This design comes from an exercise in tuning for small area, a short achievable clock period and few clock cycles per item on the open sky130 flow, not from production work.
At most, simulation tests tie the RTL to the original design; equivalence was not proved.
Power and IR drop assume default switching activity.

Setup of lane 1:
Design line_sensor_calibrate_normalize_marker_unit, start of the top module:
module line_sensor_calibrate_normalize_marker_unit #(
  parameter int SENSOR_COUNT = lsn_pkg::SENSOR_COUNT_DEF
) (
  input  logic                          clk,
  input  logic                          rst,
  input  logic                          cfg_we,
  input  logic [lsn_pkg::CFG_IDX_W-1:0]  cfg_index,
  input  logic [lsn_pkg::CFG_DATA_W-1:0] cfg_data,
  input  logic                          in_valid,
  output logic                          in_ready,
  input  logic [lsn_pkg::CMD_W-1:0]     in_command,
  input  logic [lsn_pkg::IDX_W-1:0]     in_sensor_index,
  input  logic [lsn_pkg::SAMPLE_W-1:0]  in_raw_sample,
  output logic                          out_valid,
  input  logic                          out_ready,
  output logic [lsn_pkg::LEVEL_W-1:0]   out_normalized,
  output logic                          out_on_marker,
  output logic                          out_marker_edge,
  output logic [lsn_pkg::COUNT_W-1:0]   out_left_markers,
  output logic [lsn_pkg::COUNT_W-1:0]   out_right_markers
);
==> flow/config.mk <==
export PLATFORM = sky130hd
export DESIGN_NAME = line_sensor_calibrate_normalize_marker_unit
export DESIGN_NICKNAME = line_sensor_calibrate_normalize_marker_unit
export VERILOG_FILES = /design/flow/design.v
export SDC_FILE = /design/flow/constraint.sdc
export NUM_CORES = 4
export LEC_CHECK = 0
export ABC_CLOCK_PERIOD_IN_PS = 3000
export CAP_MARGIN = 20
export CORE_MARGIN = 2
export CORE_UTILIZATION = 50
export CTS_BUF_LIST = sky130_fd_sc_hd__clkbuf_8
export SLEW_MARGIN = 20
export TNS_END_PERCENT = 0
==> flow/constraint.sdc <==
create_clock -name core_clock -period 9.0 [get_ports {clk}]
set_input_delay 1.8000 -clock core_clock [delete_from_list [all_inputs] [get_ports {clk}]]
set_output_delay 1.8000 -clock core_clock [all_outputs]
set_load 0.01 [all_outputs]
standard.sh (not shown) runs the stock make flow with config.mk's settings and CLKGATE_MAP_FILE= SYNTH_SCRIPT=/design/flow/synth_recipe.tcl, a recipe that flattens the netlist after the stock synthesis.
==> flow/flow/run.sh <==
#!/bin/bash
# Standard ORFS layout; the only change is a larger setup repair margin so that
# timing repair keeps working below the 9 ns constraint (the clock period and
# all constraints are the standard flow's own). Full tool output goes to flow_make.log here;
# ORFS keeps per-step logs under orfs/logs.
set -euo pipefail
bash standard.sh SETUP_SLACK_MARGIN=6.2 finish > flow_make.log 2>&1
Testbench counts of lane 1, summed over its fixed seeds: cycles 4,648, items 4,576.
Inputs modified between lane 1 and lane 2:
--- a/flow/design.v
+++ b/flow/design.v
@@ -139,37 +139,30 @@
   logic in_rng;
   logic [SAMPLE_W-1:0] hi, lo;
   logic set;
   assign in_rng = s0_rng;
   assign hi     = s0_hi;
   assign lo     = s0_lo;
   assign set    = s0_set;
   logic                s1_v, s1_meas, s1_l, s1_r, s1_rm;
   logic                s1_set, s1_le, s1_ge;
   logic [SAMPLE_W-1:0] s1_d, s1_span;
-  always_ff @(posedge clk) begin
-    if (rst)      s1_v <= 1'b0;
-    else if (adv) s1_v <= s0_v;
-  end
-  always_ff @(posedge clk) begin
-    if (adv) begin
-      s1_meas <= (s0_cmd == CMD_MEASURE) && in_rng;
-      s1_l    <= (s0_cmd == CMD_MEASURE) && s0_oh[0];
-      s1_r    <= (s0_cmd == CMD_MEASURE) && s0_oh[SENSOR_COUNT-1];
-      s1_rm   <= (s0_cmd == CMD_RESET_MARK);
-      s1_set  <= set;
-      s1_le   <= s0_s <= lo;
-      s1_ge   <= s0_s >= hi;
-      s1_d    <= s0_s - lo;
-      s1_span <= hi - lo;
-    end
-  end
+  assign s1_v    = s0_v;
+  assign s1_meas = (s0_cmd == CMD_MEASURE) && in_rng;
+  assign s1_l    = (s0_cmd == CMD_MEASURE) && s0_oh[0];
+  assign s1_r    = (s0_cmd == CMD_MEASURE) && s0_oh[SENSOR_COUNT-1];
+  assign s1_rm   = (s0_cmd == CMD_RESET_MARK);
+  assign s1_set  = set;
+  assign s1_le   = s0_s <= lo;
+  assign s1_ge   = s0_s >= hi;
+  assign s1_d    = s0_s - lo;
+  assign s1_span = hi - lo;
   localparam int ST_W = 6 + SAMPLE_W + SAMPLE_W + (SAMPLE_W + 2) + LEVEL_W;
   localparam int NSTEP = LEVEL_W / 2;
   logic             narrow;
   logic [NUM_W-1:0] numer;
   logic [1:0]       mode;
   assign narrow = !s1_set || (s1_span == '0) || (s1_span < min_span);
   assign numer  = {s1_d, 10'd0} - {5'd0, s1_d, 5'd0} + {7'd0, s1_d, 3'd0};
   always_comb begin
     if (!s1_meas)    mode = LV_ZERO;
     else if (narrow) mode = LV_HALF;
Findings:
Lane 1 has lower worst stage delay on the critical path than lane 2.
Lane 1 → lane 2: row count now sits lower, width of the die now sits lower, sequential power now sits lower, non-clock buffer count now sits lower, post-detailed-placement half-perimeter wirelength now sits lower.
Run comparison: lane 2 critical path class reg2reg; lane 1 critical path class in2reg
No functional check of the RTL was part of lane 2.

---

Another version of the RTL of line_sensor_calibrate_normalize_marker_unit (not shown whole).
Size: about 3100 cells after synthesis, ~760 flip-flops, roughly 82 I/O pins, roughly 38000 um2 of cells after synthesis.
export LEC_CHECK = 0
export ABC_CLOCK_PERIOD_IN_PS = 3000
export CAP_MARGIN = 20
export CORE_MARGIN = 2
export CORE_UTILIZATION = 50
export SLEW_MARGIN = 20
export TNS_END_PERCENT = 0
create_clock -name core_clock -period 9.0 [get_ports {clk}]
Scripts as last shown in full above: flow/flow/run.sh
Testbench counts at the start, summed over its fixed seeds: cycles 4,648, items 4,576.
Change:
--- a/flow/design.v
+++ b/flow/design.v
@@ -59,24 +59,26 @@
       mark_level <= THRESHOLD_RST;
     end else if (cfg_we) begin
       if (cfg_index == 1'b0) min_span <= cfg_data[SAMPLE_W-1:0];
       else                   mark_level <= cfg_data[LEVEL_W-1:0];
     end
   end
   logic [SAMPLE_W-1:0] cal_max [SENSOR_COUNT];
   logic [SAMPLE_W-1:0] cal_min [SENSOR_COUNT];
   logic [SENSOR_COUNT-1:0] cal_set;
   logic                    s0_v;
   logic [CMD_W-1:0]        s0_cmd;
   logic [SENSOR_COUNT-1:0] s0_oh;
+  logic [IDX_W-1:0]        s0_idx;
+  logic                    s0_rng;
   logic [SAMPLE_W-1:0]     s0_s;
   logic [SAMPLE_W-1:0]     s0_hi, s0_lo;
   logic                    s0_set;
   logic [SENSOR_COUNT-1:0] in_oh;
   logic [SAMPLE_W-1:0]     rd_hi, rd_lo;
   logic                    rd_set;
   logic [SAMPLE_W-1:0]     nx_hi, nx_lo;
   logic                    wr_cal, rs_cal;
   logic                    upd_hi, upd_lo;
   logic                    same;
   always_comb begin
     for (int i = 0; i < SENSOR_COUNT; i++) in_oh[i] = (in_sensor_index == IDX_W'(i));
@@ -88,33 +90,35 @@
     for (int i = 0; i < SENSOR_COUNT; i++) begin
       rd_hi  = rd_hi  | (cal_max[i] & {SAMPLE_W{in_oh[i]}});
       rd_lo  = rd_lo  | (cal_min[i] & {SAMPLE_W{in_oh[i]}});
       rd_set = rd_set | (cal_set[i] & in_oh[i]);
     end
   end
   assign wr_cal = s0_v && (s0_cmd == CMD_CALIBRATE);
   assign rs_cal = s0_v && (s0_cmd == CMD_RESET_CAL);
   assign upd_hi = !s0_set || (s0_s > s0_hi);
   assign upd_lo = !s0_set || (s0_s < s0_lo);
   assign nx_hi  = upd_hi ? s0_s : s0_hi;
   assign nx_lo  = upd_lo ? s0_s : s0_lo;
-  assign same   = |(in_oh & s0_oh);
+  assign same   = s0_rng && (in_sensor_index == s0_idx);
   always_ff @(posedge clk) begin
     if (rst)      s0_v <= 1'b0;
     else if (adv) s0_v <= in_valid;
   end
   always_ff @(posedge clk) begin
     if (adv) begin
       s0_cmd <= in_command;
       s0_oh  <= in_oh;
+      s0_idx <= in_sensor_index;
+      s0_rng <= in_sensor_index < IDX_W'(SENSOR_COUNT);
       s0_s   <= in_raw_sample;
       if (wr_cal && same) begin
         s0_hi  <= nx_hi;
         s0_lo  <= nx_lo;
         s0_set <= 1'b1;
       end else begin
         s0_hi  <= rd_hi;
         s0_lo  <= rd_lo;
         s0_set <= rd_set && !rs_cal;
       end
     end
   end
@@ -233,48 +237,59 @@
       assign st_in[i+1] = {qv, qd};
     end else begin : g_wire
       assign st_in[i+1] = o;
     end
   end
   logic [5:0]          fc;
   logic [SAMPLE_W-1:0] fr, fd;
   logic [SAMPLE_W+1:0] fd3;
   logic [LEVEL_W-1:0]  fn;
   logic [SAMPLE_W+1:0] ft;
   logic [SAMPLE_W+2:0] ft1, ft2, ft3;
   logic [1:0]          fqb;
-  logic                f_gt;
   logic                f_on;
   assign {fc, fr, fd, fd3, fn} = st_in[NSTEP-1];
   assign ft  = {fr, fn[LEVEL_W-1 -: 2]};
   assign ft1 = {1'b0, ft} - {3'b000, fd};
   assign ft2 = {1'b0, ft} - {2'b00, fd, 1'b0};
   assign ft3 = {1'b0, ft} - {1'b0, fd3};
   always_comb begin
     if (!ft3[SAMPLE_W+2])      fqb = 2'd3;
     else if (!ft2[SAMPLE_W+2]) fqb = 2'd2;
     else if (!ft1[SAMPLE_W+2]) fqb = 2'd1;
     else                       fqb = 2'd0;
   end
-  assign f_gt = (fn[LEVEL_W-3:0] > mark_level[LEVEL_W-1:2]) ||
-                ((fn[LEVEL_W-3:0] == mark_level[LEVEL_W-1:2]) && (fqb > mark_level[1:0]));
+  logic f_side, f_hgt, f_heq, f_lgt, f_early, f_late;
+  assign f_side = fc[4] || fc[3];
+  assign f_hgt  = fn[LEVEL_W-3:0] > mark_level[LEVEL_W-1:2];
+  assign f_heq  = fn[LEVEL_W-3:0] == mark_level[LEVEL_W-1:2];
+  always_comb begin
+    unique case (mark_level[1:0])
+      2'd0: f_lgt = !ft1[SAMPLE_W+2];
+      2'd1: f_lgt = !ft2[SAMPLE_W+2];
+      2'd2: f_lgt = !ft3[SAMPLE_W+2];
+      default: f_lgt = 1'b0;
+    endcase
+  end
   always_comb begin
     unique case (fc[1:0])
-      LV_ZERO: f_on = 1'b0;
-      LV_HALF: f_on = (mark_level < LEVEL_W'(HALF_SCALE));
-      LV_FULL: f_on = (mark_level < LEVEL_W'(FULL_SCALE));
-      default: f_on = f_gt;
+      LV_ZERO: f_early = 1'b0;
+      LV_HALF: f_early = (mark_level < LEVEL_W'(HALF_SCALE));
+      LV_FULL: f_early = (mark_level < LEVEL_W'(FULL_SCALE));
+      default: f_early = f_hgt;
     endcase
-    f_on = f_on && (fc[4] || fc[3]);
+    f_early = f_early && f_side;
+    f_late  = f_side && (fc[1:0] == LV_DIV) && f_heq;
   end
+  assign f_on = f_early || (f_late && f_lgt);
   logic               last_v, last_l, last_r, last_rm, last_on;
   logic [1:0]         last_mode;
   logic [LEVEL_W-1:0] last_q;
   logic [LEVEL_W-1:0] last_level;
   always_ff @(posedge clk) begin
     if (rst)      last_v <= 1'b0;
     else if (adv) last_v <= fc[5];
   end
   always_ff @(posedge clk) begin
     if (adv) begin
       {last_l, last_r, last_rm, last_mode} <= fc[4:0];
       last_on <= f_on;
What happened:
- The new run produced a clean layout
- power rose by 4.0%
- worst hold slack gets worse by 0.023 ns
- final cell count rose by 3.7%
- worst setup slack gets better by 0.24 ns
- first-iteration DRC count fell by 1.2%
Only the layout flow was run in the second run of this note; the RTL was not checked for function there.

==> port drivers added, routing unchanged <==
The flow's constraints put no driver on any port. The routed layouts listed below were extracted and timed again, unchanged, in two steps.
Step 1 assumes that a clkbuf_16 drives the clock port and a buf_2 every other input.
Step 2 also shifts input and output timing later by t, the mid clock arrival at the registers, as if the neighbouring blocks saw the same clock.
Slacks: ideal ports / drivers / drivers and shift; pairs: ideal ports / drivers.
run	shift t [ns]	setup WS [ns]	worst setup path after step 2	latest minus earliest clock arrival (ns)
lane 1	0.812	5.797 / 5.822 / 5.009	input to register	0.060 / 0.059
lane 2	0.817	4.673 / 4.673 / 4.110	input to register	0.077 / 0.077
the first run of note 2	0.689	5.626 / 5.578 / 4.967	input to register	0.051 / 0.051
the second run of note 2	0.699	5.862 / 5.862 / 5.205	input to register	0.058 / 0.059
After both steps setup and hold are still met in every run listed. The setup slack of lane 1, which loses most, moves by +0.025 ns with the drivers and by -0.788 ns with both steps.
